Source: an optimization exercise on an open RTL-to-GDS flow (aim: small area). Production flows keep margins and buffers that such runs may drop.
Only simulation tests tie the RTL to the original design; equivalence was not proved.
The flow treats the clock pin as an ideal source, which a real chip does not have.
Power and IR drop assume default switching activity.

<file path="config.mk">
export PLATFORM = sky130hd
export DESIGN_NAME = attn_input_loader
export DESIGN_NICKNAME = attn_input_loader
export VERILOG_FILES = /design/flow/design.v
export SDC_FILE = /design/flow/constraint.sdc
export NUM_CORES = 4
export LEC_CHECK = 0
export CAP_MARGIN = 20
export CORE_AREA = 5 5 305 305
export DIE_AREA = 0 0 310 310
export SLEW_MARGIN = 20
</file>
<file path="constraint.sdc">
create_clock -name core_clock -period 5.0 [get_ports {clk}]
set_input_delay 1.0000 -clock core_clock [delete_from_list [all_inputs] [get_ports {clk}]]
set_output_delay 1.0000 -clock core_clock [all_outputs]
set_load 0.01 [all_outputs]
</file>
<file path="design.v">
module attn_input_loader #(
    parameter int unsigned TIMEOUT_CYCLES = 1024
) (
    input  logic         clk,
    input  logic         rst,
    input  logic [15:0]  in_data,
    input  logic         in_valid,
    input  logic         in_last,
    output logic         in_ready,
    output logic [511:0] key,
    output logic [511:0] query,
    output logic [511:0] value,
    output logic         en,
    input  logic         all_done,
    output logic         busy,
    output logic [6:0]   word_cnt,
    output logic         frame_done,
    output logic         frame_err,
    output logic         timeout
);
    function automatic logic [10:0] wd_step(input logic [10:0] s);
        wd_step = {s[9:0], ~(s[10] ^ s[8])};
    endfunction
    function automatic logic [10:0] wd_state(input int unsigned steps);
        logic [10:0] s;
        s = '0;
        for (int unsigned k = 0; k < steps; k++) s = wd_step(s);
        wd_state = s;
    endfunction
    localparam logic [10:0] WD_EXPIRE = wd_state(TIMEOUT_CYCLES - 1);
    logic [1535:0] frame;
    logic [10:0]   wd;
    logic [10:0]   wd_next;
    logic          last_idx, wd_expire, wd_fb, done_seen;
    assign in_ready = ~busy;
    assign {value, query, key} = frame;
    assign last_idx  = (word_cnt == 7'd95);
    assign wd_expire = (wd == WD_EXPIRE);
    assign wd_next   = wd_step(wd);
    assign wd_fb     = wd_next[0];
    always_ff @(posedge clk) begin
        if (in_valid && !en)
            frame <= {in_data, frame[1535:16]};
    end
    always_ff @(posedge clk) begin
        wd <= {wd[9:0], en & wd_fb};
    end
    always_ff @(posedge clk) done_seen <= all_done;
    assign frame_done = busy && !en && done_seen;
    assign timeout    = busy && !en && !done_seen;
    always_ff @(posedge clk) begin
        if (rst) begin
            en        <= 1'b0;
            busy      <= 1'b0;
            word_cnt  <= '0;
            frame_err <= 1'b0;
        end else begin
            frame_err <= !busy && in_valid && (in_last != last_idx);
            if (!busy) begin
                if (in_valid) begin
                    en       <= in_last && last_idx;
                    busy     <= in_last && last_idx;
                    word_cnt <= (in_last || last_idx) ? 7'd0 : word_cnt + 7'd1;
                end
            end else if (en) begin
                if (all_done || wd_expire) en <= 1'b0;
            end else begin
                busy <= 1'b0;
            end
        end
    end
endmodule
</file>
<file path="flow/run.sh">
#!/bin/bash
# The standard layout, with these changes:
#  - each port gets a buf_1 (the smallest buffer) instead of buffer_ports' default cell;
#  - the IO placer may put pins on every routing track, which a small die needs for the
#    1570 ports;
#  - clock tree synthesis drives sink clusters of up to 19 flip-flops with clkbuf_8, the
#    levels above with clkbuf_16, and adds no dummy loads;
#  - repair steps buffer with buf_4 and smaller (flow/limit_bufs.tcl).
set -euo pipefail
L="$PWD/flow/limit_bufs.tcl"
CTS="-sink_clustering_enable -repair_clock_nets -dont_use_dummy_load"
CTS+=" -buf_list {sky130_fd_sc_hd__clkbuf_8 sky130_fd_sc_hd__clkbuf_16}"
CTS+=" -root_buf sky130_fd_sc_hd__clkbuf_16 -sink_clustering_buffer sky130_fd_sc_hd__clkbuf_8"
CTS+=" -sink_clustering_size 19 -sink_clustering_max_diameter 85"
bash standard.sh \
  "BUFFER_PORTS_ARGS=-buffer_cell sky130_fd_sc_hd__buf_1" \
  "PLACE_PINS_ARGS=-min_distance 1 -min_distance_in_tracks" \
  "CTS_ARGS=$CTS" \
  "PRE_GLOBAL_PLACE_TCL=$L" "PRE_RESIZE_TCL=$L" "PRE_CTS_TCL=$L" "PRE_GLOBAL_ROUTE_TCL=$L" \
  finish > make_finish.log 2>&1
</file>
<file path="flow/limit_bufs.tcl">
# Keeps the placement, resizing, CTS and global-route repairs from buffering with cells larger
# than buf_4: the enable net of the 1536 data flip-flops then gets a tree of small buffers.
set_dont_use {sky130_fd_sc_hd__buf_6 sky130_fd_sc_hd__buf_8 sky130_fd_sc_hd__buf_12 sky130_fd_sc_hd__buf_16 sky130_fd_sc_hd__bufinv_8 sky130_fd_sc_hd__bufinv_16 sky130_fd_sc_hd__bufbuf_8 sky130_fd_sc_hd__bufbuf_16}
</file>
<file path="standard.sh">
#!/bin/bash
# synth_recipe.tcl (not shown) runs the flow's synth.tcl, then flattens the netlist and writes it again
# the make line also repeats each setting of config.mk as NAME=value (left out here)
make -C /OpenROAD-flow-scripts/flow DESIGN_CONFIG=/design/flow/config.mk WORK_HOME=/design/flow/orfs CLKGATE_MAP_FILE= SYNTH_SCRIPT=/design/flow/synth_recipe.tcl "${@:-finish}"
</file>
==> qor.txt, run 1 <==
====================================================================================================
Combinational group share of total power                                                       0.064
Net switching fraction of the power                                                            0.230
Layout area overhead                                                                           19.3%
Share of Yosys cell area claimed by the top area cell type                                     0.983
Layout Nets                                                                                     3349
Switch Pwr                                                                                   5.17 mW
Synth unique cells                                                                                29
Clk latency of the worst-skew pair                                                           0.65 ns
Data arrival at the endpoint of the critical path                                            3.04 ns
Path class of the lowest-slack min-delay path                                             reg -> reg
R2r setup slk                                                                                2.48 ns
Overflow after GRT                                                                                 0
DRC errors left                                                                                    0
Outcome                                                                     timing/DRC/antenna clean
Detailed Place HPWL                                                                        110000 µm
Internal Dissipation                                                                         17.3 mW
Cell Rows                                                                                        110
Post-Synthesis Net Count                                                                        1632
Worst Setup Path Type                                                                      in -> reg
Detailed Route Iter0 Violations                                                                 2958
Most common library cell in the layout ignoring fill and taps                           sky130_fd_sc_hd__buf_1
Main area contributors after synthesis                                                  sky130_fd_sc_hd__edfxtp_1 98%, sky130_fd_sc_hd__dfxtp_1 0.94%, sky130_fd_sc_hd__ha_1 0.080%, sky130_fd_sc_hd__a21oi_1 0.043%, sky130_fd_sc_hd__nand3b_4 0.043%
Syn Std Cell Area                                                                         0.0469 mm²
Number of synthesized register bits                                                             1558
Initial antenna violation count                                                                    3
Die area                                                                                  0.0961 mm²
Final Instance Area                                                                       0.0560 mm²
Number of routed nets with antenna violations                                                      0
Number of violations of the max-capacitance limit                                                  0
Proportion of synthesized chip area in sequential cells                                        0.992
Critical register-to-register path startpoint                                                     en
Number of port buffers                                                                          1569
Kind of end point of the critical path                                                          flop
Number of buffers added to fix hold violations after cts                                           0
Post-layout min period                                                                       2.75 ns
Number of buffer and inverter instances along the worst setup path                                 4
Met2 usage                                                                                     0.404
Global Route met1 Usage                                                                        0.293
Number of instances resized during post-cts repair                                                 0
Number of warnings printed during yosys synthesis                                                  1
Normalized max-slew margin                                                                     0.269
Routed length per instance                                                                   31.9 µm
Aggregate routed wire length                                                               144000 µm
GP Congestion                                                                                  0.986
Max Clock Skew                                                                             0.0483 ns
Cell-by-cell listing of the critical path                                               buf_1 > nor2b_4 > buf_4 > buf_4 > buf_4
Maximum frequency from static timing analysis                                              0.364 GHz
Setup violation total in the final timing report                                                   0
End point of the critical path                                                             frame[13]
Worst-path fanout max                                                                             35
Setup_tns                                                                                       0 ns
Busiest layer in global routing                                                                 met2
Sink count of the clock tree                                                                    1558
Total count of hold-check failures in the final report                                             0
Pwr Total                                                                                    22.4 mW
Via density                                                                                     5.56
Commonest non-fill, non-tap cells in the layout                                         1582 x sky130_fd_sc_hd__buf_1, 1536 x sky130_fd_sc_hd__edfxtp_1, 82 x sky130_fd_sc_hd__clkbuf_8
Die Y-Extent                                                                                  310 µm
I/O pin cnt                                                                                     1570
Levels on crit path                                                                                5
Number of buffers inserted by post-CTS setup repair                                                0
Most repeated library cell on the critical path                                         sky130_fd_sc_hd__buf_4
DR pass1 iterations                                                                                5
Number of max-slew violations in the final report                                                  0
Portion of total power attributed to the clock network                                         0.240
Share of the clock period used by the worst path after layout                                  0.549
Critical-path top delay cell                                                            sky130_fd_sc_hd__nor2b_4
Initial Util                                                                                   0.523
Reg2reg path depth                                                                                 4
Leakage power                                                                                18.1 nW
Gate Count Post-Synth                                                                           1608
Critical Path Start                                                                         in_valid
Layout cell share with drive strength beyond 1                                                0.0424
Cell area power density                                                                   401 mW/mm²
Capture instance of the worst register-to-register path                                    frame[13]
Via count                                                                                      25000
Clock-pin slew reported for the worst setup and hold paths after clock tree synthesis        0.10 ns
Type of element launching the critical path                                                input pin
Global routing met3 resource utilization                                                       0.141
Mean post-synth cell area                                                                   29.2 µm²
Cell type contributing the most total cell area after synthesis                         sky130_fd_sc_hd__edfxtp_1
Global-route wire length before repair                                                     186000 µm
Final Hold Slack                                                                            0.355 ns
Setup repair after global routing missed its margin                                               no
Number of clock buffers inserted by TritonCTS                                                     91
Peak supply drop                                                                          0.000314 V
Share of power burned in registers                                                             0.696
Largest net degree at the start of global routing                                                 89
Horizontal die dimension                                                                      310 µm
Placeable core region                                                                     0.0897 mm²
Least-Margin Pin Slew                                                                        1.10 ns
Overall routing resource usage                                                                 0.278
Req. time, crit path                                                                         5.29 ns
CTS tree                                                                                        done
Post-place instance area                                                                  0.0546 mm²
Delay of the slowest cell on the worst path                                                  0.69 ns
Delay-heaviest family, CP                                                               buffers and inverters
Via count of the first global-routing pass                                                     24100
====================================================================================================
power by group through the flow:
| stage | Combinational (mW) | Sequential [mW] | Clock (mW) |
|---|---|---|---|
| after detailed placement | 1.38 | 15.9 | 0 |
| final | 1.43 | 15.6 | 5.40 |
| after global routing | 1.45 | 15.7 | 6.05 |
| after floorplan | 0.176 | 16.5 | 0 |
| after CTS | 1.38 | 15.6 | 5.55 |
| after global placement | 1.38 | 15.9 | 0 |
per-stage QoR:
stage	worst slack, ns	utilization	cells
floorplan	-19.35	-	1608
global route	2.13	0.624	4501
global placement	1.65	0.609	4408
CTS	2.27	0.624	4499
finish	2.25	0.624	4501
detailed placement	1.61	0.609	4408
area by class of cell:
cell class,instances,area (µm²)
fillers,6473,33800
diodes,2,5.00
multi-input cells,45,345
well taps,1176,1470
flip-flops and latches,1558,46600
clock buffers,91,1350
repair buffers,1624,6210
inverters,5,18.8
layer usage:
| metal | wire, µm | share of wire | vias to the layer above |
|---|---|---|---|
| li1 | - | - | 9860 |
| met1 | 44200 | 0.31 | 12500 |
| met4 | 17200 | 0.12 | 4 |
| met2 | 62200 | 0.43 | 1996 |
| met5 | 51 | 0.00035 | - |
| met3 | 20100 | 0.14 | 610 |
cell usage after synthesis:
| library cell | n |
|---|---|
| sky130_fd_sc_hd__nand3_2 | 1 |
| sky130_fd_sc_hd__nand2_1 | 4 |
| sky130_fd_sc_hd__nor2_1 | 4 |
| sky130_fd_sc_hd__xnor2_1 | 2 |
| sky130_fd_sc_hd__or3_2 | 1 |
| sky130_fd_sc_hd__a21oi_1 | 4 |
| sky130_fd_sc_hd__dfxtp_1 | 22 |
| sky130_fd_sc_hd__inv_1 | 5 |
| sky130_fd_sc_hd__xor2_1 | 1 |
| sky130_fd_sc_hd__o31ai_1 | 1 |
| sky130_fd_sc_hd__nand4b_1 | 2 |
| sky130_fd_sc_hd__nor2b_1 | 1 |
| sky130_fd_sc_hd__ha_1 | 3 |
| sky130_fd_sc_hd__and2_1 | 1 |
| sky130_fd_sc_hd__a221oi_1 | 1 |
| sky130_fd_sc_hd__nor4bb_1 | 1 |
| sky130_fd_sc_hd__nand3_1 | 2 |
| sky130_fd_sc_hd__nor3_1 | 1 |
| sky130_fd_sc_hd__a21oi_2 | 1 |
| sky130_fd_sc_hd__nand3b_4 | 1 |
| sky130_fd_sc_hd__nand4_1 | 1 |
| sky130_fd_sc_hd__edfxtp_1 | 1536 |
| sky130_fd_sc_hd__o21bai_4 | 1 |
| sky130_fd_sc_hd__or3_1 | 3 |
| sky130_fd_sc_hd__nor3b_1 | 2 |
| sky130_fd_sc_hd__mux2i_1 | 1 |
| sky130_fd_sc_hd__or4_4 | 1 |
| sky130_fd_sc_hd__or2b_4 | 1 |
| sky130_fd_sc_hd__o21ai_0 | 3 |
worst reg2reg max path, stage by stage (launching register included):
cell,delay (ns)
sky130_fd_sc_hd__dfxtp_1,0.45
sky130_fd_sc_hd__nor2b_4,0.64
sky130_fd_sc_hd__buf_4,0.40
sky130_fd_sc_hd__buf_4,0.28
sky130_fd_sc_hd__buf_4,0.43
cell families (layout without fill, tap and decap cells):
family / count (synthesis) / count (layout) / synth area share
flops: 1558 / 1558 / 0.992
simple gates: 27 / 27 / 0.00395
compound gates: 11 / 11 / 0.00168
buf+inv: 5 / 1720 / 0.000400
fa+ha+maj: 3 / 3 / 0.000800
xor+xnor: 3 / 3 / 0.000560
mux: 1 / 1 / 0.000213
other cells: 0 / 2 / 0
flip-flops by register name (all words and copies together), names as in the netlist:
name       cells
frame       1536
wd            11
word_cnt       7
busy           1
done_seen      1
en             1
frame_err      1
how the worst min path moves through the flow:
stage,from,end,slack [ns],cells past startpoint
2_1_floorplan,wd[9],wd[10],0.32,0
3_3_place_gp,wd[4],wd[5],0.33,0
3_5_place_dp,wd[4],wd[5],0.33,0
4_1_cts,wd[4],wd[5],0.36,0
5_1_grt,wd[4],wd[5],0.36,0
6_report,wd[4],wd[5],0.36,0
==> run 2: changes to the inputs <==
--- a/design.v
+++ b/design.v
@@ -33,3 +33,3 @@
     logic [10:0]   wd_next;
-    logic          last_idx, wd_expire, wd_fb, done_seen;
+    logic          last_idx, wd_expire, wd_fb, flag;
     assign in_ready = ~busy;
@@ -47,5 +47,5 @@
     end
-    always_ff @(posedge clk) done_seen <= all_done;
-    assign frame_done = busy && !en && done_seen;
-    assign timeout    = busy && !en && !done_seen;
+    assign frame_err  = flag && !busy;
+    assign frame_done = flag && busy && !en;
+    assign timeout    = !flag && busy && !en;
     always_ff @(posedge clk) begin
@@ -55,5 +55,5 @@
             word_cnt  <= '0;
-            frame_err <= 1'b0;
+            flag      <= 1'b0;
         end else begin
-            frame_err <= !busy && in_valid && (in_last != last_idx);
+            flag      <= en ? all_done : (!busy && in_valid && (in_last != last_idx));
             if (!busy) begin
--- a/flow/run.sh
+++ b/flow/run.sh
@@ -5,3 +5,3 @@
 #    1570 ports;
-#  - clock tree synthesis drives sink clusters of up to 19 flip-flops with clkbuf_8, the
+#  - clock tree synthesis drives sink clusters of up to 20 flip-flops with clkbuf_8, the
 #    levels above with clkbuf_16, and adds no dummy loads;
@@ -13,3 +13,3 @@
 CTS+=" -root_buf sky130_fd_sc_hd__clkbuf_16 -sink_clustering_buffer sky130_fd_sc_hd__clkbuf_8"
-CTS+=" -sink_clustering_size 19 -sink_clustering_max_diameter 85"
+CTS+=" -sink_clustering_size 20 -sink_clustering_max_diameter 60"
 bash standard.sh \
==> qor.txt, run 2 <==
====================================================================================================
Number of buffers added to fix hold violations after cts                                           0   unchanged
Proportion of synthesized chip area in sequential cells                                        0.992   about the same
Delay-heaviest family, CP                                                               buffers and inverters   unchanged
Via density                                                                                     5.54   was 5.56
Post-Synthesis Net Count                                                                        1636   was 1632
DR pass1 iterations                                                                                5   unchanged
Register bank with the most flops                                                              frame   unchanged
Peak supply drop                                                                          0.000267 V   was 0.000314 V
Layout cell share with drive strength beyond 1                                                0.0515   was 0.0424
FF+latch area                                                                             0.0465 mm²   was 0.0466 mm²
Path class of the lowest-slack min-delay path                                             reg -> reg   unchanged
Cell-by-cell listing of the critical path                                               buf_1 > nor2b_4 > buf_4 > buf_4 > buf_2   was buf_1 > nor2b_4 > buf_4 > buf_4 > buf_4
Number of clock buffers inserted by TritonCTS                                                    102   was 91
Number of port buffers                                                                          1569   unchanged
I/O pin cnt                                                                                     1570   unchanged
Levels on crit path                                                                                5   unchanged
Number of routed nets with antenna violations                                                      0   unchanged
Total count of hold-check failures in the final report                                             0   unchanged
Primary FF master, synth                                                                sky130_fd_sc_hd__edfxtp_1   unchanged
Final standard cell count with taps included and fillers excluded                               4538   was 4501
Critical-path top delay cell                                                            sky130_fd_sc_hd__nor2b_4   unchanged
Share of Yosys cell area claimed by the top area cell type                                     0.983   about the same
Internal Dissipation                                                                         17.5 mW   was 17.3 mW
Detailed Route Iter0 Violations                                                                 2750   was 2958
Main area contributors after synthesis                                                  sky130_fd_sc_hd__edfxtp_1 98%, sky130_fd_sc_hd__dfxtp_1 0.90%, sky130_fd_sc_hd__ha_1 0.080%, sky130_fd_sc_hd__a21oi_1 0.064%, sky130_fd_sc_hd__nand2_1 0.064%   was sky130_fd_sc_hd__edfxtp_1 98%, sky130_fd_sc_hd__dfxtp_1 0.94%, sky130_fd_sc_hd__ha_1 0.080%, sky130_fd_sc_hd__a21oi_1 0.043%, sky130_fd_sc_hd__nand3b_4 0.043%
Kind of end point of the critical path                                                          flop   unchanged
Via count                                                                                      25200   was 25000
Cell area power density                                                                   403 mW/mm²   was 401 mW/mm²
Setup repair after global routing missed its margin                                               no   unchanged
Filler Cells Inserted                                                                           6468   was 6473
Number of buffers inserted by post-CTS setup repair                                                0   unchanged
Setup violation total in the final timing report                                                   0   unchanged
Leakage power                                                                                18.3 nW   was 18.1 nW
Number of max-slew violations in the final report                                                  0   unchanged
Type of element launching the critical path                                                input pin   unchanged
Most repeated library cell on the critical path                                         sky130_fd_sc_hd__buf_4   unchanged
Maximum frequency from static timing analysis                                              0.357 GHz   was 0.364 GHz
Largest net degree at the start of global routing                                                 66   was 89
Cell Count Post-Placement                                                                       4435   was 4408
Portion of total power attributed to the clock network                                         0.248   was 0.240
Reg2reg path depth                                                                                 4   unchanged
CTS tree                                                                                        done   unchanged
Number of synthesized flops with an enable pin                                                  1536   unchanged
Worst Setup Path Type                                                                      in -> reg   unchanged
Number of instances resized during post-cts repair                                                 0   unchanged
Gate Count Post-Synth                                                                           1612   was 1608
Post-layout min period                                                                       2.80 ns   was 2.75 ns
Top flop regs                                                                           frame: 1536 flops, wd: 11 flops, word_cnt: 7 flops   unchanged
Depth of the worst hold-timing path                                                                0   unchanged
Req. time, crit path                                                                         5.25 ns   was 5.29 ns
DRC errors left                                                                                    0   unchanged
Clock-pin slew reported for the worst setup and hold paths after clock tree synthesis        0.10 ns   about the same
Combinational group share of total power                                                       0.063   was 0.064
Initial Util                                                                                   0.523   about the same
Aggregate routed wire length                                                               144000 µm   about the same
Die area                                                                                  0.0961 mm²   unchanged
Outcome                                                                     timing/DRC/antenna clean   unchanged
Clk latency of the worst-skew pair                                                           0.65 ns   about the same
Commonest cells in the synthesized netlist                                              1536 x sky130_fd_sc_hd__edfxtp_1, 21 x sky130_fd_sc_hd__dfxtp_1, 8 x sky130_fd_sc_hd__nand2_1   was 1536 x sky130_fd_sc_hd__edfxtp_1, 22 x sky130_fd_sc_hd__dfxtp_1, 5 x sky130_fd_sc_hd__inv_1
Via count of the first global-routing pass                                                     24600   was 24100
Setup_tns                                                                                       0 ns   unchanged
Horizontal die dimension                                                                      310 µm   unchanged
Number of buffer and inverter instances along the worst setup path                                 4   unchanged
Die Y-Extent                                                                                  310 µm   unchanged
Layout area overhead                                                                           19.9%   was 19.3%
Routed length per instance                                                                   31.6 µm   was 31.9 µm
Area of the multi-input gates                                                                353 µm²   was 345 µm²
Number of flip-flops under the largest register name                                            1536   unchanged
Sink count of the clock tree                                                                    1557   was 1558
Share of power burned in registers                                                             0.688   was 0.696
Max Clock Skew                                                                             0.0652 ns   was 0.0483 ns
Number of synthesized register bits                                                             1557   was 1558
Least-Margin Pin Slew                                                                       0.985 ns   was 1.10 ns
R2r setup slk                                                                                2.36 ns   was 2.48 ns
Normalized max-slew margin                                                                     0.343   was 0.269
Initial antenna violation count                                                                    3   unchanged
Detailed Place HPWL                                                                        111000 µm   was 110000 µm
Cell Rows                                                                                        110   unchanged
Net switching fraction of the power                                                            0.230   about the same
Number of warnings printed during yosys synthesis                                                  1   unchanged
Commonest non-fill, non-tap cells in the layout                                         1582 x sky130_fd_sc_hd__buf_1, 1536 x sky130_fd_sc_hd__edfxtp_1, 93 x sky130_fd_sc_hd__clkbuf_8   was 1582 x sky130_fd_sc_hd__buf_1, 1536 x sky130_fd_sc_hd__edfxtp_1, 82 x sky130_fd_sc_hd__clkbuf_8
Data arrival at the endpoint of the critical path                                            3.05 ns   was 3.04 ns
Cell type contributing the most total cell area after synthesis                         sky130_fd_sc_hd__edfxtp_1   unchanged
Switch Pwr                                                                                   5.22 mW   was 5.17 mW
Placeable core region                                                                     0.0897 mm²   unchanged
Global-route wire length before repair                                                     188000 µm   was 186000 µm
Share of the clock period used by the worst path after layout                                  0.560   was 0.549
Syn Std Cell Area                                                                         0.0469 mm²   about the same
Most common library cell in the layout ignoring fill and taps                           sky130_fd_sc_hd__buf_1   unchanged
Number of violations of the max-capacitance limit                                                  0   unchanged
Overall routing resource usage                                                                 0.281   was 0.278
Delay of the slowest cell on the worst path                                                  0.66 ns   was 0.69 ns
GP Congestion                                                                                   1.01   was 0.986
Layout Nets                                                                                     3387   was 3349
Worst-path fanout max                                                                             21   was 35
Synth unique cells                                                                                28   was 29
Overflow after GRT                                                                                 0   unchanged
Mean post-synth cell area                                                                   29.1 µm²   was 29.2 µm²
Post-synthesis async set-or-reset flop share                                                       0   unchanged
Cell with the most instances after synthesis                                            sky130_fd_sc_hd__edfxtp_1   unchanged
====================================================================================================
-- run 2: layout make-up --
type | count | share of cell area
well taps | 1176 | 0.0262
multi-input cells | 50 | 0.00627
repair buffers | 1647 | 0.113
inverters | 5 | 0.000334
clock buffers | 102 | 0.0268
flip-flops and latches | 1557 | 0.827
diodes | 1 | 0.0000445
-- run 2: worst reg2reg max path, stage by stage, from the launching register on --
cell                      delay [ns]
sky130_fd_sc_hd__dfxtp_1        0.47
sky130_fd_sc_hd__nor2b_4        0.63
sky130_fd_sc_hd__buf_4          0.39
sky130_fd_sc_hd__buf_4          0.32
sky130_fd_sc_hd__buf_2          0.45
-- run 2: per-stage QoR --
stage	instance area [µm²]	setup slack, ns	power [mW]	hold slack [ns]	util
2_1_floorplan	46900	-19.34	16.7	0.322	-
3_3_place_gp	54700	1.42	17.2	0.327	0.610
3_5_place_dp	54700	1.48	17.3	0.329	0.610
4_1_cts	56200	2.16	22.8	0.346	0.627
5_1_grt	56300	2.07	23.4	0.361	0.627
6_report	56300	2.20	22.7	0.352	0.627
-- run 2: worst paths after layout --
kind                            startpoint          end
worst min register to register       wd[7]        wd[8]
worst max-delay path              in_valid  frame[1064]
worst min-delay path                 wd[7]        wd[8]
worst max register to register          en  frame[1064]
-- run 2: logic make-up after synthesis --
family	Yosys count	synth area share
AO/OA/AOI/OAI	13	0.00173
XOR/XNOR	3	0.000560
adder cells (fa/ha/maj)	3	0.000800
buffers and inverters	5	0.000400
flip-flops	1557	0.992
AND/OR/NAND/NOR	31	0.00427
-- run 2: layer usage --
metal	routed length, µm	global-route usage	share of wire
met1	43700	0.293	0.30
met2	62700	0.408	0.44
met3	20200	0.146	0.14
met4	16900	0.261	0.12
met5	13	0.000495	0.000091
-- run 2: power by group through the flow --
stage	logic, mW	registers [mW]	clock network, mW
6_report	1.43	15.6	5.63
5_1_grt	1.46	15.7	6.30
3_5_place_dp	1.39	15.9	0
4_1_cts	1.39	15.6	5.80
2_1_floorplan	0.175	16.5	0
3_3_place_gp	1.38	15.9	0

-- separate check: timing with driven ports --
How much do the figures lean on ideal ports? The routed layouts below were timed once more, with nothing changed but the port constraints. Step 1 (the two cells are an assumption about what drives the block):
set clk [get_ports {clk}]
set_driving_cell -lib_cell sky130_fd_sc_hd__clkbuf_16 $clk
set_driving_cell -lib_cell sky130_fd_sc_hd__buf_2 [delete_from_list [all_inputs] $clk]
Step 2 also shifts input and output timing later by t, the mid clock arrival at the registers, as if the neighbouring blocks saw the same clock. a / b / c = no drivers / after step 1 / after step 2; a / b = the first two.
run | t (ns) | setup WS [ns] | clock arrival spread, ns
run 1 | 0.690 | 2.253 / 2.208 / 1.519 | 0.054 / 0.053
run 2 | 0.687 | 2.202 / 2.153 / 1.493 | 0.083 / 0.084
After both steps setup and hold are still met in every run listed. The setup slack of run 1, which loses most, moves by -0.045 ns with the drivers and by -0.734 ns with both steps.
